From an optimization exercise on the open Yosys and OpenROAD flow, aimed at small area, a short achievable clock period and few clock cycles per item; shortcuts taken in it are not production practice. The RTL was checked by simulation tests, not by an equivalence proof against the original design.

==> flow/design.v, too long to show whole: its modules and the start of the top module <==
// module fir_seq_mac: 11081 lines
module fir_seq_mac (
  input  logic        clk,
  input  logic        reset,
  input  logic        in_valid,
  output logic        in_ready,
  input  logic [15:0] data_in,
  input  logic        coef_we,
  input  logic [3:0]  coef_addr,
  input  logic [15:0] coef_data,
  output logic        out_valid,
  input  logic        out_ready,
  output logic [15:0] data_out,
  output logic        busy
);
  // ...
==> flow/flow/run.sh <==
#!/bin/bash
# Own layout flow: the standard synthesis, then a netlist pass that removes inverters
# around full adders and orders full-adder inputs by arrival (flow/polfix.py), then the standard flow's
# standard layout steps with a larger setup margin for repair_timing and plain buffers on the
# ports. Each tool's output goes to a log file here.
set -euo pipefail
MARGIN=$(cat flow/margin.txt)
bash standard.sh synth > synth.log 2>&1
NL=orfs/results/${FLOW_PLATFORM}/fir_seq_mac/base/1_2_yosys.v
cp "$NL" 1_2_yosys.orig.v
python3 flow/polfix.py flow/comp.json 1_2_yosys.orig.v 1_2_yosys.fixed.v > polfix.log 2>&1
cp 1_2_yosys.fixed.v "$NL"
bash standard.sh SETUP_SLACK_MARGIN="$MARGIN" \
  "BUFFER_PORTS_ARGS=-buffer_cell sky130_fd_sc_hd__buf_4" finish > layout.log 2>&1
test -s out/final.def
==> flow/flow/comp.json <==
{
"a2111o_1": [
"a2111oi_1",
"X",
"Y",
-1.251
],
"a2111o_2": [
"a2111oi_2",
"X",
"Y",
2.502
],
"a2111o_4": [
"a2111oi_4",
"X",
"Y",
6.256
],
"a2111oi_0": [
"a2111o_1",
"Y",
"X",
2.502
],
"a2111oi_1": [
"a2111o_1",
"Y",
"X",
1.251
],
"a2111oi_2": [
"a2111o_2",
"Y",
"X",
-2.502
],
"a2111oi_4": [
"a2111o_4",
"Y",
"X",
-6.256
],
"a211o_1": [
"a211oi_1",
"X",
"Y",
-1.251
],
"a211o_2": [
"a211oi_2",
"X",
"Y",
2.502
],
"a211o_4": [
"a211oi_4",
"X",
"Y",
2.502
],
"a211oi_1": [
"a211o_1",
"Y",
"X",
1.251
],
"a211oi_2": [
"a211o_2",
"Y",
"X",
-2.502
],
"a211oi_4": [
"a211o_4",
"Y",
"X",
-2.502
],
"a21bo_1": [
"a21boi_1",
"X",
"Y",
-2.502
],
"a21bo_2": [
"a21boi_2",
"X",
"Y",
1.251
],
"a21bo_4": [
"a21boi_4",
"X",
"Y",
2.502
],
"a21boi_0": [
"a21bo_1",
"Y",
"X",
2.502
],
"a21boi_1": [
"a21bo_1",
"Y",
"X",
2.502
],
"a21boi_2": [
"a21bo_2",
"Y",
"X",
-1.251
],
"a21boi_4": [
"a21bo_4",
"Y",
"X",
-2.502
],
"a21o_1": [
"a21oi_1",
"X",
"Y",
-2.502
],
"a21o_2": [
"a21oi_2",
"X",
"Y",
0.0
],
"a21o_4": [
"a21oi_4",
"X",
"Y",
1.251
],
"a21oi_1": [
"a21o_1",
"Y",
"X",
2.502
],
"a21oi_2": [
"a21o_2",
"Y",
"X",
0.0
],
"a21oi_4": [
"a21o_4",
"Y",
"X",
-1.251
],
"a221o_1": [
"a221oi_1",
"X",
"Y",
-1.251
],
"a221o_2": [
"a221oi_2",
"X",
"Y",
3.754
],
"a221o_4": [
"a221oi_4",
"X",
"Y",
5.005
],
"a221oi_1": [
"a221o_1",
"Y",
"X",
1.251
],
"a221oi_2": [
"a221o_2",
"Y",
"X",
-3.754
],
"a221oi_4": [
"a221o_4",
"Y",
"X",
-5.005
],
"a22o_1": [
"a22oi_1",
"X",
"Y",
-1.251
],
"a22o_2": [
"a22oi_2",
"X",
"Y",
2.502
],
"a22o_4": [
"a22oi_4",
"X",
"Y",
3.754
],
"a22oi_1": [
"a22o_1",
"Y",
"X",
1.251
],
"a22oi_2": [
"a22o_2",
"Y",
"X",
-2.502
],
"a22oi_4": [
"a22o_4",
"Y",
"X",
-3.754
],
"a2bb2o_1": [
"a2bb2oi_1",
"X",
"Y",
-1.251
],
"a2bb2o_2": [
"a2bb2oi_2",
"X",
"Y",
3.754
],
"a2bb2o_4": [
"a2bb2oi_4",
"X",
"Y",
6.256
],
"a2bb2oi_1": [
"a2bb2o_1",
"Y",
"X",
1.251
],
"a2bb2oi_2": [
"a2bb2o_2",
"Y",
"X",
-3.754
],
"a2bb2oi_4": [
"a2bb2o_4",
"Y",
"X",
-6.256
],
"a311o_1": [
"a311oi_1",
"X",
"Y",
-1.251
],
"a311o_2": [
"a311oi_2",
"X",
"Y",
3.754
],
"a311o_4": [
"a311oi_4",
"X",
"Y",
6.256
],
"a311oi_1": [
"a311o_1",
"Y",
"X",
1.251
],
"a311oi_2": [
"a311o_2",
"Y",
"X",
-3.754
],
"a311oi_4": [
"a311o_4",
"Y",
"X",
-6.256
],
"a31o_1": [
"a31oi_1",
"X",
"Y",
-2.502
],
"a31o_2": [
"a31oi_2",
"X",
"Y",
3.754
],
"a31o_4": [
"a31oi_4",
"X",
"Y",
3.754
],
"a31oi_1": [
"a31o_1",
"Y",
"X",
2.502
],
"a31oi_2": [
"a31o_2",
"Y",
"X",
-3.754
],
"a31oi_4": [
"a31o_4",
"Y",
"X",
-3.754
],
"a32o_1": [
"a32oi_1",
"X",
"Y",
-1.251
],
"a32o_2": [
"a32oi_2",
"X",
"Y",
5.005
],
"a32o_4": [
"a32oi_4",
"X",
"Y",
6.256
],
"a32oi_1": [
"a32o_1",
"Y",
"X",
1.251
],
"a32oi_2": [
"a32o_2",
"Y",
"X",
-5.005
],
"a32oi_4": [
"a32o_4",
"Y",
"X",
-6.256
],
"a41o_1": [
"a41oi_1",
"X",
"Y",
-1.251
],
"a41o_2": [
"a41oi_2",
"X",
"Y",
5.005
],
"a41o_4": [
"a41oi_4",
"X",
"Y",
6.256
],
"a41oi_1": [
"a41o_1",
"Y",
"X",
1.251
],
"a41oi_2": [
"a41o_2",
"Y",
"X",
-5.005
],
"a41oi_4": [
"a41o_4",
"Y",
"X",
-6.256
],
"and2_0": [
"nand2_1",
"X",
"Y",
-2.502
],
"and2_1": [
"nand2_1",
"X",
"Y",
-2.502
],
"and2_2": [
"nand2_2",
"X",
"Y",
-1.251
],
"and2_4": [
"nand2_4",
"X",
"Y",
2.502
],
"and2b_1": [
"nand2b_1",
"X",
"Y",
-1.251
],
"and2b_2": [
"nand2b_2",
"X",
"Y",
0.0
],
"and2b_4": [
"nand2b_4",
"X",
"Y",
3.754
],
"and3_1": [
"nand3_1",
"X",
"Y",
-1.251
],
"and3_2": [
"nand3_2",
"X",
"Y",
2.502
],
"and3_4": [
"nand3_4",
"X",
"Y",
6.256
],
"and3b_1": [
"nand3b_1",
"X",
"Y",
-1.251
],
"and3b_2": [
"nand3b_2",
"X",
"Y",
1.251
],
"and3b_4": [
"nand3b_4",
"X",
"Y",
7.507
],
"and4_1": [
"nand4_1",
"X",
"Y",
-2.502
],
"and4_2": [
"nand4_2",
"X",
"Y",
2.502
],
"and4_4": [
"nand4_4",
"X",
"Y",
10.01
],
"and4b_1": [
"nand4b_1",
"X",
"Y",
-1.251
],
"and4b_2": [
"nand4b_2",
"X",
"Y",
3.754
],
"and4b_4": [
"nand4b_4",
"X",
"Y",
10.01
],
"and4bb_1": [
"nand4bb_1",
"X",
"Y",
-1.251
],
"and4bb_2": [
"nand4bb_2",
"X",
"Y",
3.754
],
"and4bb_4": [
"nand4bb_4",
"X",
"Y",
11.261
],
"buf_1": [
"clkinv_1",
"X",
"Y",
0.0
],
"buf_12": [
"inv_12",
"X",
"Y",
-3.754
],
"buf_16": [
"inv_16",
"X",
"Y",
-7.507
],
"buf_2": [
"inv_2",
"X",
"Y",
-1.251
],
"buf_4": [
"inv_4",
"X",
"Y",
-1.251
],
"buf_6": [
"inv_6",
"X",
"Y",
-2.502
],
"buf_8": [
"inv_8",
"X",
"Y",
-3.754
],
"bufbuf_16": [
"inv_16",
"X",
"Y",
-12.512
],
"bufbuf_8": [
"inv_8",
"X",
"Y",
-7.507
],
"bufinv_16": [
"clkbuf_16",
"Y",
"X",
-5.005
],
"bufinv_8": [
"clkbuf_8",
"Y",
"X",
-3.754
],
"clkbuf_1": [
"clkinv_1",
"X",
"Y",
0.0
],
"clkbuf_16": [
"inv_16",
"X",
"Y",
-5.005
],
"clkbuf_2": [
"inv_2",
"X",
"Y",
-1.251
],
"clkbuf_4": [
"inv_4",
"X",
"Y",
-1.251
],
"clkbuf_8": [
"inv_8",
"X",
"Y",
-2.502
],
"clkinv_1": [
"buf_1",
"Y",
"X",
0.0
],
"clkinv_16": [
"clkbuf_16",
"Y",
"X",
-5.005
],
"clkinv_2": [
"buf_2",
"Y",
"X",
0.0
],
"clkinv_4": [
"buf_4",
"Y",
"X",
-1.251
],
"clkinv_8": [
"clkbuf_8",
"Y",
"X",
-2.502
],
"clkinvlp_2": [
"buf_2",
"Y",
"X",
0.0
],
"clkinvlp_4": [
"buf_4",
"Y",
"X",
0.0
],
"inv_1": [
"buf_1",
"Y",
"X",
0.0
],
"inv_12": [
"buf_12",
"Y",
"X",
3.754
],
"inv_16": [
"clkbuf_16",
"Y",
"X",
5.005
],
"inv_2": [
"buf_2",
"Y",
"X",
1.251
],
"inv_4": [
"buf_4",
"Y",
"X",
1.251
],
"inv_6": [
"buf_6",
"Y",
"X",
2.502
],
"inv_8": [
"clkbuf_8",
"Y",
"X",
2.502
],
"mux2_1": [
"mux2i_1",
"X",
"Y",
-1.251
],
"mux2_2": [
"mux2i_2",
"X",
"Y",
2.502
],
"mux2_4": [
"mux2i_4",
"X",
"Y",
7.507
],
"mux2_8": [
"mux2i_1",
"X",
"Y",
-16.266
],
"mux2i_1": [
"mux2_1",
"Y",
"X",
1.251
],
"mux2i_2": [
"mux2_2",
"Y",
"X",
-2.502
],
"mux2i_4": [
"mux2_4",
"Y",
"X",
-7.507
],
"nand2_1": [
"and2_1",
"Y",
"X",
2.502
],
"nand2_2": [
"and2_2",
"Y",
"X",
1.251
],
"nand2_4": [
"and2_4",
"Y",
"X",
-2.502
],
"nand2_8": [
"and2_0",
"Y",
"X",
-13.763
],
"nand2b_1": [
"and2b_1",
"Y",
"X",
1.251
],
"nand2b_2": [
"and2b_2",
"Y",
"X",
0.0
],
"nand2b_4": [
"and2b_4",
"Y",
"X",
-3.754
],
"nand3_1": [
"and3_1",
"Y",
"X",
1.251
],
"nand3_2": [
"and3_2",
"Y",
"X",
-2.502
],
"nand3_4": [
"and3_4",
"Y",
"X",
-6.256
],
"nand3b_1": [
"and3b_1",
"Y",
"X",
1.251
],
"nand3b_2": [
"and3b_2",
"Y",
"X",
-1.251
],
"nand3b_4": [
"and3b_4",
"Y",
"X",
-7.507
],
"nand4_1": [
"and4_1",
"Y",
"X",
2.502
],
"nand4_2": [
"and4_2",
"Y",
"X",
-2.502
],
"nand4_4": [
"and4_4",
"Y",
"X",
-10.01
],
"nand4b_1": [
"and4b_1",
"Y",
"X",
1.251
],
"nand4b_2": [
"and4b_2",
"Y",
"X",
-3.754
],
"nand4b_4": [
"and4b_4",
"Y",
"X",
-10.01
],
"nand4bb_1": [
"and4bb_1",
"Y",
"X",
1.251
],
"nand4bb_2": [
"and4bb_2",
"Y",
"X",
-3.754
],
"nand4bb_4": [
"and4bb_4",
"Y",
"X",
-11.261
],
"nor2_1": [
"or2_1",
"Y",
"X",
2.502
],
"nor2_2": [
"or2_2",
"Y",
"X",
0.0
],
"nor2_4": [
"or2_4",
"Y",
"X",
-2.502
],
"nor2_8": [
"or2_0",
"Y",
"X",
-13.763
],
"nor2b_1": [
"or2b_1",
"Y",
"X",
1.251
],
"nor2b_2": [
"or2b_2",
"Y",
"X",
0.0
],
"nor2b_4": [
"or2b_4",
"Y",
"X",
-2.502
],
"nor3_1": [
"or3_1",
"Y",
"X",
1.251
],
"nor3_2": [
"or3_2",
"Y",
"X",
-2.502
],
"nor3_4": [
"or3_4",
"Y",
"X",
-5.005
],
"nor3b_1": [
"or3b_1",
"Y",
"X",
1.251
],
"nor3b_2": [
"or3b_2",
"Y",
"X",
-3.754
],
"nor3b_4": [
"or3b_4",
"Y",
"X",
-7.507
],
"nor4_1": [
"or4_1",
"Y",
"X",
1.251
],
"nor4_2": [
"or4_2",
"Y",
"X",
-3.754
],
"nor4_4": [
"or4_4",
"Y",
"X",
-10.01
],
"nor4b_1": [
"or4b_1",
"Y",
"X",
1.251
],
"nor4b_2": [
"or4b_2",
"Y",
"X",
-5.005
],
"nor4b_4": [
"or4b_4",
"Y",
"X",
-10.01
],
"nor4bb_1": [
"or4bb_1",
"Y",
"X",
1.251
],
"nor4bb_2": [
"or4bb_2",
"Y",
"X",
-3.754
],
"nor4bb_4": [
"or4bb_4",
"Y",
"X",
-10.01
],
"o2111a_1": [
"o2111ai_1",
"X",
"Y",
-2.502
],
"o2111a_2": [
"o2111ai_2",
"X",
"Y",
2.502
],
"o2111a_4": [
"o2111ai_4",
"X",
"Y",
6.256
],
"o2111ai_1": [
"o2111a_1",
"Y",
"X",
2.502
],
"o2111ai_2": [
"o2111a_2",
"Y",
"X",
-2.502
],
"o2111ai_4": [
"o2111a_4",
"Y",
"X",
-6.256
],
"o211a_1": [
"o211ai_1",
"X",
"Y",
-2.502
],
"o211a_2": [
"o211ai_2",
"X",
"Y",
2.502
],
"o211a_4": [
"o211ai_4",
"X",
"Y",
3.754
],
"o211ai_1": [
"o211a_1",
"Y",
"X",
2.502
],
"o211ai_2": [
"o211a_2",
"Y",
"X",
-2.502
],
"o211ai_4": [
"o211a_4",
"Y",
"X",
-3.754
],
"o21a_1": [
"o21ai_1",
"X",
"Y",
-2.502
],
"o21a_2": [
"o21ai_2",
"X",
"Y",
0.0
],
"o21a_4": [
"o21ai_4",
"X",
"Y",
1.251
],
"o21ai_0": [
"o21a_1",
"Y",
"X",
2.502
],
"o21ai_1": [
"o21a_1",
"Y",
"X",
2.502
],
"o21ai_2": [
"o21a_2",
"Y",
"X",
0.0
],
"o21ai_4": [
"o21a_4",
"Y",
"X",
-1.251
],
"o21ba_1": [
"o21bai_1",
"X",
"Y",
-2.502
],
"o21ba_2": [
"o21bai_2",
"X",
"Y",
1.251
],
"o21ba_4": [
"o21bai_4",
"X",
"Y",
2.502
],
"o21bai_1": [
"o21ba_1",
"Y",
"X",
2.502
],
"o21bai_2": [
"o21ba_2",
"Y",
"X",
-1.251
],
"o21bai_4": [
"o21ba_4",
"Y",
"X",
-2.502
],
"o221a_1": [
"o221ai_1",
"X",
"Y",
-2.502
],
"o221a_2": [
"o221ai_2",
"X",
"Y",
3.754
],
"o221a_4": [
"o221ai_4",
"X",
"Y",
6.256
],
"o221ai_1": [
"o221a_1",
"Y",
"X",
2.502
],
"o221ai_2": [
"o221a_2",
"Y",
"X",
-3.754
],
"o221ai_4": [
"o221a_4",
"Y",
"X",
-6.256
],
"o22a_1": [
"o22ai_1",
"X",
"Y",
-2.502
],
"o22a_2": [
"o22ai_2",
"X",
"Y",
2.502
],
"o22a_4": [
"o22ai_4",
"X",
"Y",
2.502
],
"o22ai_1": [
"o22a_1",
"Y",
"X",
2.502
],
"o22ai_2": [
"o22a_2",
"Y",
"X",
-2.502
],
"o22ai_4": [
"o22a_4",
"Y",
"X",
-2.502
],
"o2bb2a_1": [
"o2bb2ai_1",
"X",
"Y",
-1.251
],
"o2bb2a_2": [
"o2bb2ai_2",
"X",
"Y",
3.754
],
"o2bb2a_4": [
"o2bb2ai_4",
"X",
"Y",
7.507
],
"o2bb2ai_1": [
"o2bb2a_1",
"Y",
"X",
1.251
],
"o2bb2ai_2": [
"o2bb2a_2",
"Y",
"X",
-3.754
],
"o2bb2ai_4": [
"o2bb2a_4",
"Y",
"X",
-7.507
],
"o311a_1": [
"o311ai_1",
"X",
"Y",
-1.251
],
"o311a_2": [
"o311ai_2",
"X",
"Y",
5.005
],
"o311a_4": [
"o311ai_4",
"X",
"Y",
5.005
],
"o311ai_0": [
"o311a_1",
"Y",
"X",
1.251
],
"o311ai_1": [
"o311a_1",
"Y",
"X",
1.251
],
"o311ai_2": [
"o311a_2",
"Y",
"X",
-5.005
],
"o311ai_4": [
"o311a_4",
"Y",
"X",
-5.005
],
"o31a_1": [
"o31ai_1",
"X",
"Y",
-1.251
],
"o31a_2": [
"o31ai_2",
"X",
"Y",
2.502
],
"o31a_4": [
"o31ai_4",
"X",
"Y",
3.754
],
"o31ai_1": [
"o31a_1",
"Y",
"X",
1.251
],
"o31ai_2": [
"o31a_2",
"Y",
"X",
-2.502
],
"o31ai_4": [
"o31a_4",
"Y",
"X",
-3.754
],
"o32a_1": [
"o32ai_1",
"X",
"Y",
-1.251
],
"o32a_2": [
"o32ai_2",
"X",
"Y",
5.005
],
"o32a_4": [
"o32ai_4",
"X",
"Y",
5.005
],
"o32ai_1": [
"o32a_1",
"Y",
"X",
1.251
],
"o32ai_2": [
"o32a_2",
"Y",
"X",
-5.005
],
"o32ai_4": [
"o32a_4",
"Y",
"X",
-5.005
],
"o41a_1": [
"o41ai_1",
"X",
"Y",
-2.502
],
"o41a_2": [
"o41ai_2",
"X",
"Y",
3.754
],
"o41a_4": [
"o41ai_4",
"X",
"Y",
6.256
],
"o41ai_1": [
"o41a_1",
"Y",
"X",
2.502
],
"o41ai_2": [
"o41a_2",
"Y",
"X",
-3.754
],
"o41ai_4": [
"o41a_4",
"Y",
"X",
-6.256
],
"or2_0": [
"nor2_1",
"X",
"Y",
-2.502
],
"or2_1": [
"nor2_1",
"X",
"Y",
-2.502
],
"or2_2": [
"nor2_2",
"X",
"Y",
0.0
],
"or2_4": [
"nor2_4",
"X",
"Y",
2.502
],
"or2b_1": [
"nor2b_1",
"X",
"Y",
-1.251
],
"or2b_2": [
"nor2b_2",
"X",
"Y",
0.0
],
"or2b_4": [
"nor2b_4",
"X",
"Y",
2.502
],
"or3_1": [
"nor3_1",
"X",
"Y",
-1.251
],
"or3_2": [
"nor3_2",
"X",
"Y",
2.502
],
"or3_4": [
"nor3_4",
"X",
"Y",
5.005
],
"or3b_1": [
"nor3b_1",
"X",
"Y",
-1.251
],
"or3b_2": [
"nor3b_2",
"X",
"Y",
3.754
],
"or3b_4": [
"nor3b_4",
"X",
"Y",
7.507
],
"or4_1": [
"nor4_1",
"X",
"Y",
-1.251
],
"or4_2": [
"nor4_2",
"X",
"Y",
3.754
],
"or4_4": [
"nor4_4",
"X",
"Y",
10.01
],
"or4b_1": [
"nor4b_1",
"X",
"Y",
-1.251
],
"or4b_2": [
"nor4b_2",
"X",
"Y",
5.005
],
"or4b_4": [
"nor4b_4",
"X",
"Y",
10.01
],
"or4bb_1": [
"nor4bb_1",
"X",
"Y",
-1.251
],
"or4bb_2": [
"nor4bb_2",
"X",
"Y",
3.754
],
"or4bb_4": [
"nor4bb_4",
"X",
"Y",
10.01
],
"xnor2_1": [
"xor2_1",
"Y",
"X",
0.0
],
"xnor2_2": [
"xor2_2",
"Y",
"X",
0.0
],
"xnor2_4": [
"xor2_4",
"Y",
"X",
0.0
],
"xnor3_1": [
"xor3_1",
"X",
"X",
1.251
],
"xnor3_2": [
"xor3_2",
"X",
"X",
1.251
],
"xnor3_4": [
"xor3_4",
"X",
"X",
1.251
],
"xor2_1": [
"xnor2_1",
"X",
"Y",
0.0
],
"xor2_2": [
"xnor2_2",
"X",
"Y",
0.0
],
"xor2_4": [
"xnor2_4",
"X",
"Y",
0.0
],
"xor3_1": [
"xnor3_1",
"X",
"X",
-1.251
],
"xor3_2": [
"xnor3_2",
"X",
"X",
-1.251
],
"xor3_4": [
"xnor3_4",
"X",
"X",
-1.251
]
}
==> flow/flow/margin.txt <==
8.3
==> flow/flow/polfix.py <==
#!/usr/bin/env python3
"""Remove inverters from a flat Yosys netlist by choosing the polarity of full adders and
gates.

A full adder is self-dual: FA(~a, ~b, ~c) = (~cout, ~sum), so it can take all inputs and give
all outputs inverted. A gate with a complement cell (a22oi/a22o, nand2/and2, xor2/xnor2, ...)
can give its output inverted. Every inverter is taken out, each such cell gets a flip bit, and
one inverter is put back for each net that some pin needs in the other polarity. The flips come
from a greedy local search on cell area. Registers and ports keep their values.
usage: polfix.py COMP.json IN.v OUT.v
"""
import json
import re
import sys
from collections import defaultdict

comp = json.load(open(sys.argv[1]))
src = open(sys.argv[2]).read()
INV_AREA = 3.7536
cell_re = re.compile(r"^(\s*)(sky130_fd_sc_hd__\w+)\s+(\S+)\s*\((.*?)\);\n", re.S | re.M)
pin_re = re.compile(r"\.(\w+)\(\s*(.*?)\s*\)\s*(?:,|$)", re.S)
OUTPINS = {"X", "Y", "Q", "Q_N", "SUM", "COUT", "HI", "LO"}
P = "sky130_fd_sc_hd__"


def is_inv(t):
    return re.fullmatch(P + r"(clk)?inv_\d+", t) is not None


def is_fa(t):
    return re.fullmatch(P + r"fa_\d+", t) is not None


cells = []
for m in cell_re.finditer(src):
    pins = [(p, n.strip()) for p, n in pin_re.findall(m.group(4))]
    cells.append([m.group(2), m.group(3), pins, m.span()])

inv_of = {}
for t, name, pins, _ in cells:
    if is_inv(t):
        d = dict(pins)
        inv_of[d["Y"]] = d["A"]


def resolve(net):
    par = 0
    while net in inv_of:
        net = inv_of[net]
        par ^= 1
    return net, par


body_wo_cells = cell_re.sub("", src)
ext_used = set()
for m in re.finditer(r"assign\s+(.*?);", body_wo_cells, re.S):
    for tok in re.findall(r"\\\S+|[A-Za-z_][\w$]*(?:\[\d+\])?", m.group(1)):
        ext_used.add(tok.strip())

# flippable nodes
node_of_cell = {}
kind = {}
cost_flip = {}
for ci, (t, name, pins, _) in enumerate(cells):
    short = t[len(P):]
    if is_fa(t):
        node_of_cell[ci] = len(kind)
        kind[len(kind)] = "fa"
        cost_flip[node_of_cell[ci]] = 0.0
    elif not is_inv(t) and short in comp and comp[short][0] != short \
            and not re.match(r"(clk)?buf_", short):
        node_of_cell[ci] = len(kind)
        kind[len(kind)] = "gate"
        cost_flip[node_of_cell[ci]] = comp[short][3]
N = len(kind)
flip = [0] * N
cell_of_node = {v: k for k, v in node_of_cell.items()}
driver_node = {}
outs_of_node = defaultdict(list)
for ci, (t, name, pins, _) in enumerate(cells):
    if ci in node_of_cell:
        for p, n in pins:
            if p in OUTPINS:
                driver_node[n] = node_of_cell[ci]
                outs_of_node[node_of_cell[ci]].append(n)

loads = []
for ci, (t, name, pins, _) in enumerate(cells):
    if is_inv(t):
        continue
    for p, n in pins:
        if p in OUTPINS:
            continue
        r, par = resolve(n)
        loads.append((ci, p, r, par))
for n in ext_used:
    if n in inv_of:
        r, par = resolve(n)
        loads.append((None, n, r, par))
loads_of_cell = defaultdict(list)
loads_by_root = defaultdict(list)
for li, (ci, p, r, par) in enumerate(loads):
    loads_of_cell[ci].append(li)
    loads_by_root[r].append(li)


def need(li):
    ci, p, r, par = loads[li]
    f = flip[node_of_cell[ci]] if ci is not None and ci in node_of_cell and \
        kind[node_of_cell[ci]] == "fa" else 0
    g = flip[driver_node[r]] if r in driver_node else 0
    return par ^ f ^ g


ninv = defaultdict(int)
for li in range(len(loads)):
    if need(li):
        ninv[loads[li][2]] += 1


def gain(i):
    ls = []
    if kind[i] == "fa":
        ls.extend(loads_of_cell[cell_of_node[i]])
    for r in outs_of_node[i]:
        ls.extend(loads_by_root[r])
    delta = defaultdict(int)
    for li in set(ls):
        delta[loads[li][2]] += (-1 if need(li) else 1)
    before = sum(1 for r in delta if ninv[r] > 0) * INV_AREA
    after = sum(1 for r in delta if ninv[r] + delta[r] > 0) * INV_AREA
    dc = cost_flip[i] if flip[i] == 0 else -cost_flip[i]
    return before - after - dc, delta


def total():
    return sum(1 for r in ninv if ninv[r] > 0) * INV_AREA + \
        sum(cost_flip[i] for i in range(N) if flip[i])


t0 = total()
n0 = sum(1 for r in ninv if ninv[r] > 0)
for it in range(30):
    changed = 0
    for i in range(N):
        g, delta = gain(i)
        if g > 1e-9:
            flip[i] ^= 1
            for r, d in delta.items():
                ninv[r] += d
            changed += 1
    if not changed:
        break
# simulated annealing, then greedy again
import math
import random
rng = random.Random(1)
ITER = int(__import__("os").environ.get("POL_ITER", "400000"))
best = total()
best_flip = list(flip)
cur = best
for step in range(ITER):
    T = 2.0 * (1 - step / ITER) + 0.01
    i = rng.randrange(N)
    g, delta = gain(i)
    if g > 0 or rng.random() < math.exp(g / T):
        flip[i] ^= 1
        for r, d in delta.items():
            ninv[r] += d
        cur -= g
        if cur < best - 1e-9:
            best = cur
            best_flip = list(flip)
flip[:] = best_flip
ninv.clear()
for li in range(len(loads)):
    if need(li):
        ninv[loads[li][2]] += 1
for it in range(30):
    changed = 0
    for i in range(N):
        g, delta = gain(i)
        if g > 1e-9:
            flip[i] ^= 1
            for r, d in delta.items():
                ninv[r] += d
            changed += 1
    if not changed:
        break
n1 = sum(1 for r in ninv if ninv[r] > 0)
sys.stderr.write(f"polfix: {len(inv_of)} inverters ({n0} nets) -> {n1}; cost {t0:.0f} -> "
                 f"{total():.0f} um2; flipped {sum(flip[i] for i in range(N) if kind[i]=='fa')} "
                 f"adders, {sum(flip[i] for i in range(N) if kind[i]=='gate')} gates\n")

invnet = {}
newcells = []


def inv_net(r):
    if r not in invnet:
        k = len(invnet) + 1
        invnet[r] = f"polinv_n{k}"
        newcells.append(f"  {P}inv_1 polinv_c{k} (\n    .A({fmt(r)}),\n    .Y(polinv_n{k})\n  );\n")
    return invnet[r]


def fmt(net):
    return net + " " if net.startswith("\\") else net


pin_new = {}
for li, (ci, p, r, par) in enumerate(loads):
    pin_new[(ci, p)] = inv_net(r) if need(li) else r
# Full adders are symmetric in A, B and CIN, but B is the fastest pin and CIN the slowest:
# give the latest input B and the earliest CIN, using arrival times from a rough delay model.
drv_cell = {}
for ci, (t, name, pins, _) in enumerate(cells):
    if is_inv(t):
        continue
    for p, n in pins:
        if p in OUTPINS:
            drv_cell[n] = ci
for r, n in invnet.items():
    drv_cell[n] = ("inv", r)
arr = {}
SEQ = re.compile(P + r"(df|edf|sdf|dl)")


def arrival(net, depth=0):
    if net in arr:
        return arr[net]
    d = drv_cell.get(net)
    if d is None:
        a = 0.0
    elif isinstance(d, tuple):
        a = arrival(d[1], depth + 1) + 0.08
    else:
        t, name, pins, _ = cells[d]
        if SEQ.match(t):
            a = 0.5
        else:
            ins = [arrival(pin_new[(d, p)], depth + 1) for p, n in pins if p not in OUTPINS]
            a = (max(ins) if ins else 0.0) + (0.5 if is_fa(t) else 0.2)
    arr[net] = a
    return a


sys.setrecursionlimit(100000)
nswap = 0
for ci, (t, name, pins, _) in enumerate(cells):
    if is_fa(t):
        ins = sorted((pin_new[(ci, p)] for p in ("A", "B", "CIN")), key=arrival)
        new = {"CIN": ins[0], "A": ins[1], "B": ins[2]}
        if any(pin_new[(ci, p)] != new[p] for p in new):
            nswap += 1
        for p in new:
            pin_new[(ci, p)] = new[p]
sys.stderr.write(f"polfix: reordered the inputs of {nswap} adders\n")

out = []
pos = 0
for ci, (t, name, pins, span) in enumerate(cells):
    out.append(src[pos:span[0]])
    pos = span[1]
    if is_inv(t):
        d = dict(pins)
        if d["Y"] in ext_used:
            out.append(f"  assign {fmt(d['Y'])} = {fmt(pin_new[(None, d['Y'])])};\n")
        continue
    tt = t
    pmap = {}
    if ci in node_of_cell and kind[node_of_cell[ci]] == "gate" and flip[node_of_cell[ci]]:
        c2, o1, o2, _ = comp[t[len(P):]]
        tt = P + c2
        pmap = {o1: o2}
    plist = []
    for p, n in pins:
        if p in OUTPINS:
            plist.append(f"    .{pmap.get(p, p)}({fmt(n)})")
        else:
            plist.append(f"    .{p}({fmt(pin_new[(ci, p)])})")
    out.append(f"  {tt} {name} (\n" + ",\n".join(plist) + "\n  );\n")
out.append(src[pos:])
text = "".join(out)
decl = "".join(f"  wire {n};\n" for n in invnet.values())
i = text.rindex("endmodule")
text = text[:i] + decl + "".join(newcells) + text[i:]
open(sys.argv[3], "w").write(text)
==> flow/standard.sh <==
#!/bin/bash
# synth_recipe.tcl (not shown) runs the flow's synth.tcl, then flattens the netlist and writes it again
# the make line also repeats each setting of config.mk as NAME=value (left out here)
make -C /OpenROAD-flow-scripts/flow DESIGN_CONFIG=/design/flow/config.mk WORK_HOME=/design/flow/orfs CLKGATE_MAP_FILE= SYNTH_SCRIPT=/design/flow/synth_recipe.tcl "${@:-finish}"
==> flow/config.mk <==
export PLATFORM = sky130hd
export DESIGN_NAME = fir_seq_mac
export DESIGN_NICKNAME = fir_seq_mac
export VERILOG_FILES = /design/flow/design.v
export SDC_FILE = /design/flow/constraint.sdc
export NUM_CORES = 4
export LEC_CHECK = 0
export CAP_MARGIN = 20
export CORE_MARGIN = 2
export CORE_UTILIZATION = 40
export SLEW_MARGIN = 20
==> flow/constraint.sdc <==
create_clock -name core_clock -period 12.0 [get_ports {clk}]
set_input_delay 2.4000 -clock core_clock [delete_from_list [all_inputs] [get_ports {clk}]]
set_output_delay 2.4000 -clock core_clock [all_outputs]
set_load 0.01 [all_outputs]
==> impl_metrics.yaml, run 1 <==
run_status:
  outcome: "finished clean"
clock_network:
  ctsLongestPathBuffers: 4
  clock_latency_ns: 0.93
  htreeDepth: 4
  holdBufCountCts: 0
layout:
  final_cell_count_no_fill: 14100
  seqCellArea_um2: 27600
  fillers: 24600
  nNetsFinal: 12300
  top_register: "s1_q"
  number_of_flip_flops_under_the_largest_register_name: 385
  layout.clock_buffers: 196
  final_cell_area_um2: 128000
  largest_registers_ranked_by_flip_flop_count: "s1_q: 385 flops, x_q: 208 flops, s2_q: 118 flops"
placement:
  place.detailed.hpwl_mm: 442
  dpl_worst_slack_ns: 6.71
  area_post_placement_um2: 111000
logic_synthesis:
  mappedNetlistArea_um2: 109000
  yosys_warnings: 6
timing:
  max_freq_ghz: 0.252
  maxSlewHeadroom_pct: 26.0
  final.setup.worst_slack_ns: 8.03
  whs_ns: 0.328
floorplan:
  fp.dieArea_um2: 276000
  initial_utilization_pct: 40.2
  die_height_um: 525
  std_cell_rows: 191
global_route:
  use_met2_pct: 54.8
route:
  drt_drc_violations_left: 0
  final_antenna_net_count: 0
  wl_per_cell_um: 40.7
worst_setup_path:
  critical_path.endpoint_type: "flip-flop"
  worst-path-stages: 8
  crit_type: "reg -> reg"
min_path:
  worstHoldPathType: "reg -> reg"
Testbench counts, summed over its fixed seeds: cycles 992, items 960.
==> run 2: changes to the inputs <==
==> flow/flow/run.sh (replaced) <==
#!/bin/bash
set -euo pipefail
read -r MARGIN MARGIN_LATE < flow/margin.txt
PORTS="BUFFER_PORTS_ARGS=-buffer_cell sky130_fd_sc_hd__buf_4"
bash standard.sh synth > synth.log 2>&1
NL=orfs/results/${FLOW_PLATFORM}/fir_seq_mac/base/1_2_yosys.v
cp "$NL" 1_2_yosys.orig.v
python3 flow/polfix.py flow/comp.json 1_2_yosys.orig.v 1_2_yosys.fixed.v > polfix.log 2>&1
cp 1_2_yosys.fixed.v "$NL"
bash standard.sh SETUP_SLACK_MARGIN="$MARGIN" "$PORTS" cts > layout_cts.log 2>&1
bash standard.sh SETUP_SLACK_MARGIN="$MARGIN_LATE" "$PORTS" finish > layout_finish.log 2>&1
test -s out/final.def
==> flow/flow/margin.txt (replaced) <==
8.3 7.9
==> run 2 against run 1 <==
  * Still clean on timing, DRC and antenna
  * Core utilization down 2.0 points
  * Critical path type unchanged
  * Clock-buffer cell count unchanged
  * Highest routed layer unchanged
  * Sequential share of layout area up 0.86 points
==> impl_metrics.yaml, run 2 <==
placement:
  finalWeightedCongestion: 1.11
  place.detailed.hpwl_mm: 442
  dpl_worst_slack_ns: 6.71
  io_buffer_count: 59
  area_post_placement_um2: 111000
worst_setup_path:
  cp_cell_sequence: "xor2_1 > a22oi_2 > fa_1 > fa_1 > fa_1 > fa_1 > inv_1"
  rrSetupSlack_ns: 7.94
  timing.critical_path.fanout_max: 19
  rr_worst_depth: 7
  crit_type: "reg -> reg"
  critPathSlowestCell: "fa_1"
  crit_path_start: "x_q[4][7]"
  worst_r2r_endpoint: "s1_q[55]"
  timing.critical_path.max_delay_family: "adder cells"
  critical_path.endpoint_type: "flip-flop"
  worst_ep_arrival_time_ns: 4.82
  cp_num_buf_inv: 1
  wp_data_required_ns: 12.76
  r2r-start: "x_q[4][7]"
  critical_path.max_stage_delay_ns: 0.93
  startpoint_class_of_the_critical_path: "flip-flop"
  timing.critical_path.mode_cell: "fa_1"
clock_network:
  ctsLongestPathBuffers: 4
  path_clk_slew_ns: 0.06
  tritoncts: "done"
  htreeDepth: 4
  clock_latency_ns: 0.93
  tritoncts.num_buffers: 143
  clock-sinks: 1115
  cts-root-buf: "clkbuf_16"
logic_synthesis:
  synthesis.area_per_instance_um2: 10.5
  yosys_warnings: 6
  synth_nets: 12200
  post_synth_inst_count: 10400
  mappedNetlistArea_um2: 109000
timing:
  maxSlewHeadroom_pct: 16.5
  max_freq_ghz: 0.246
  rsz0062_at_grt: "no"
  worst-slew-pin-transition_ns: 1.25
  slew_viol_final: 0
  time_the_worst_path_needs_with_i_o_delays_and_setup_ns: 4.06
  report.final.hold_viol_count: 0
  finalSetupTns_ns: 0
  whs_ns: 0.328
  final.setup.worst_slack_ns: 7.94
  finClkSkew_ns: 0.0905
  timing.final.setup_violations: 0
  period_share_pct: 33.8
floorplan:
  fp.dieArea_um2: 276000
  die_height_um: 525
  floorplan.die.width_um: 525
  std_cell_rows: 191
  ios: 60
  core-area_um2: 271000
  initial_utilization_pct: 40.2
global_route:
  antenna_found_initial: 36
  grt_max_degree: 71
  globalRouteOverflowTotal: 0
  global_route_wire_length_before_repair_mm: 762
  vias_in_the_first_global_route: 88200
  track_usage_pct: 40.2
layout:
  fillers: 25100
  top_register: "s1_q"
  layout_commonest_cell: "nand2_1"
  nNetsFinal: 11900
  largest_registers_ranked_by_flip_flop_count: "s1_q: 385 flops, x_q: 208 flops, s2_q: 118 flops"
  drive_gt1_share_pct: 17.1
  mostFrequentLayoutCells: "nand2_1, fa_1, xor2_1"
  flow.area_growth_from_synthesis_pct: 12.7
  final_cell_area_um2: 123000
  number_of_flip_flops_under_the_largest_register_name: 385
flow_run:
  max_cap_viols: 0
route:
  detail_route.first_pass.iterations: 10
  met2RoutedLength_mm: 223
  route.vias.total: 92300
  drt-vias-per-instance: 6.74
  wl_per_cell_um: 41.2
  drt_wl_total_mm: 565
  uppermost_layer_routed: "met5"
  met1_wirelength_mm: 199
  drt_drc_violations_left: 0
  first_iter_violations: 17200
  final_antenna_net_count: 0
  wl_met3_mm: 82.1
min_path:
  min_from: "s1_q[4]"
  hold_path_sink: "s2_q[4]"
  worstHoldPathType: "reg -> reg"
  hold_path_depth: 0
run_status:
  outcome: "finished clean"
[run 2: timing repair]
item | in CTS | in global routing
resized for setup | 759 | 0
setup buffers | 534 | 0
hold buffers | 0 | 0
endpoints found under the setup margin | 971 | 0
[run 2: per-stage QoR]
| step | util (%) | cells |
|---|---|---|
| 5_1_grt | 45.3 | 13700 |
| 4_1_cts | 45.3 | 13700 |
| 2_1_floorplan | - | 10400 |
| 3_3_place_gp | 40.9 | 12900 |
| 3_5_place_dp | 40.9 | 12900 |
| 6_report | 45.3 | 13700 |
[run 2: worst max path at each step]
stage | endpoint | slack (ns) | cells after the start
global route | e_q[2][14] | 7.93 | 15
detailed placement | bo_q[9][1] | 6.71 | 4
CTS | e_q[1][14] | 8.06 | 15
floorplan | bn_q[12][0] | 7.96 | 2
global placement | bo_q[10][0] | 6.83 | 4
finish | s1_q[55] | 7.94 | 7
[run 2: area by class of cell]
type,instances,area (um2),share of cell area (%)
diodes,23,57.6,0.0469
clock buffers,196,4000,3.26
clock inverters,60,631,0.514
inverters,568,2430,1.98
multi-input cells,7349,76100,62.0
flip-flops and latches,1115,27500,22.4
well taps,3570,4470,3.64
repair buffers,802,7420,6.05
repair inverters,12,82.6,0.0673
[run 2: metal layers]
metal | up-vias | GRT usage [%]
li1 | 35800 | -
met1 | 47000 | 49.4
met2 | 7855 | 54.8
met3 | 1709 | 16.0
met4 | 14 | 33.8
met5 | - | 0.329
==> run 3: changes to the inputs <==
--- a/flow/flow/run.sh
+++ b/flow/flow/run.sh
@@ -4,3 +4,4 @@
 PORTS="BUFFER_PORTS_ARGS=-buffer_cell sky130_fd_sc_hd__buf_4"
-bash standard.sh synth > synth.log 2>&1
+# ABC's area script: its many inverters are taken out by polfix.py
+bash standard.sh ABC_AREA=1 synth > synth.log 2>&1
 NL=orfs/results/${FLOW_PLATFORM}/fir_seq_mac/base/1_2_yosys.v
==> run 3 against run 2 <==
  * Die area decreased by 4.8%
  * Maximum frequency decreased by 1.4%
  * Routed wire length decreased by 11%
  * Core utilization decreased by 0.66 points
  * Hold slack got worse by 0.0054 ns
  * Via count decreased by 17%
==> impl_metrics.yaml, run 3 <==
layout:
  nNetsFinal: 10900
  largest_registers_ranked_by_flip_flop_count: "s1_q: 385 flops, x_q: 208 flops, s2_q: 118 flops"
  fillers: 23800
  mostFrequentLayoutCells: "fa_1, xnor2_1, inv_1"
  drive_gt1_share_pct: 12.9
  top_register: "s1_q"
  flow.area_growth_from_synthesis_pct: 10.9
  layout_commonest_cell: "fa_1"
  number_of_flip_flops_under_the_largest_register_name: 385
  final_cell_count_no_fill: 12500
logic_synthesis:
  mappedNetlistArea_um2: 104000
  synthesis.area_per_instance_um2: 11.3
  yosys_warnings: 6
  post_synth_inst_count: 9164
  synth_nets: 11100
min_path:
  hold_path_depth: 0
  worstHoldPathType: "reg -> reg"
worst_setup_path:
  rrSetupSlack_ns: 7.88
  wp_data_required_ns: 12.71
  rr_worst_depth: 6
  worst_ep_arrival_time_ns: 4.83
  critical_path.endpoint_type: "flip-flop"
  crit_type: "reg -> reg"
  timing.critical_path.fanout_max: 10
  startpoint_class_of_the_critical_path: "flip-flop"
timing:
  finalSetupTns_ns: 0
  whs_ns: 0.323
  timing.final.setup_violations: 0
  final.setup.worst_slack_ns: 7.88
  time_the_worst_path_needs_with_i_o_delays_and_setup_ns: 4.12
  max_freq_ghz: 0.243
  rsz0062_at_grt: "no"
  maxSlewHeadroom_pct: 12.5
  finClkSkew_ns: 0.0794
  period_share_pct: 34.3
  slew_viol_final: 0
  worst-slew-pin-transition_ns: 1.31
  report.final.hold_viol_count: 0
clock_network:
  clock-sinks: 1115
  htreeDepth: 4
  tritoncts.num_buffers: 145
  holdBufCountCts: 0
  ctsLongestPathBuffers: 3
  cts-root-buf: "clkbuf_16"
  tritoncts: "done"
  clock_latency_ns: 0.88
  path_clk_slew_ns: 0.06
route:
  wl_per_cell_um: 40.2
  drt-vias-per-instance: 6.11
  drt_wl_total_mm: 504
  route.vias.total: 76600
  final_antenna_net_count: 0
  detail_route.first_pass.iterations: 7
  first_iter_violations: 10200
  drt_drc_violations_left: 0
placement:
  dp.cells: 12100
  finalWeightedCongestion: 1.09
  place.detailed.hpwl_mm: 432
  io_buffer_count: 59
  dpl_worst_slack_ns: 6.71
global_route:
  grt_max_degree: 107
  antenna_found_initial: 27
  global_route_wire_length_before_repair_mm: 677
  track_usage_pct: 38.2
  vias_in_the_first_global_route: 79000
  globalRouteOverflowTotal: 0
floorplan:
  fp.dieArea_um2: 263000
  core-area_um2: 257000
  initial_utilization_pct: 40.3
  ios: 60
  std_cell_rows: 186
  floorplan.die.width_um: 513
  die_height_um: 513
flow_run:
  max_cap_viols: 0
run_status:
  outcome: "finished clean"
## run 3: cell types whose count changed in the layout (fill, tap and decap cells not counted), moves of 372 or more
cell	previous run	this run
buf_4	643	271
o221ai_1	704	0
inv_1	482	875
o22ai_1	40	807
nand2_1	1517	542
a22oi_1	827	13
xnor2_1	59	1632
a221o_1	706	0
xor2_1	896	8
o22a_1	0	754
## run 3: area by class of cell
cell class	count	area (um2)	share of cell area, %
flip-flops and latches	1115	27400	23.9
inverters	942	3780	3.29
diodes	10	25.0	0.0218
well taps	3384	4230	3.69
repair buffers	364	3570	3.11
clock buffers	215	4370	3.80
multi-input cells	6436	70800	61.6
clock inverters	57	683	0.595
## run 3: path summary, 6_finish.rpt
check	startpoint	endpoint
max	x_q[5][3]	s1_q[44]
min	s1_q[3]	s2_q[3]
max reg2reg	x_q[5][3]	s1_q[44]
min reg2reg	s1_q[3]	s2_q[3]
max in group asynchronous	reset	x_q[3][5]
min in group asynchronous	reset	x_q[2][2]
## run 3: metrics by stage
step           area [um2]  util, %
2_1_floorplan      104000        -
3_3_place_gp       107000     41.5
3_5_place_dp       107000     41.5
4_1_cts            115000     44.7
5_1_grt            115000     44.7
6_report           115000     44.7
## run 3: metal layers
layer  vias up  GRT usage, %  wire length (um)
met3      1248          13.2             59500
met5         -             0               155
met4        20          25.9             44000
met1     40200          46.7            185000
li1      30300             -                 -
met2      4773          56.9            215000
## run 3: what timing repair did
action,CTS,global route
setup buffers,151,0
setup endpoints to repair,829,0
gates resized for setup,457,0
## run 3: worst max-delay path, cell delays in order, from the launching register on
cell	delay, ns
dfrtp_2	0.62
xnor2_1	0.93
o22ai_1	0.21
fa_1	0.58
fa_1	0.54
fa_1	0.57
fa_1	0.51

## re-timing with driven ports
No port has a modelled driver above. Below, the same layouts with a new extraction and two added sets of constraints. Step 1: set_driving_cell puts a clkbuf_16 on clk and a buf_2 on each other input, an assumption about the parent block. Step 2 also shifts input and output timing later by t, the mid clock arrival at the registers, as if the neighbouring blocks saw the same clock. Slacks: ideal ports / drivers / drivers and shift; pairs: ideal ports / drivers.
| run | shift t [ns] | setup slack, ns | latest minus earliest clock arrival (ns) | slew at the worst register clock pin (ns) |
|---|---|---|---|---|
| run 1 | 0.976 | 8.033 / 8.033 / 7.372 | 0.094 / 0.093 | 0.08 / 0.08 |
| run 2 | 0.972 | 7.943 / 7.943 / 7.149 | 0.092 / 0.092 | 0.08 / 0.08 |
| run 3 | 0.941 | 7.883 / 7.883 / 7.259 | 0.080 / 0.079 | 0.07 / 0.07 |
After both steps setup and hold are still met in every run listed. For run 2, which loses most, drivers alone change the setup slack by 0.000 ns; drivers and shift together by -0.794 ns.
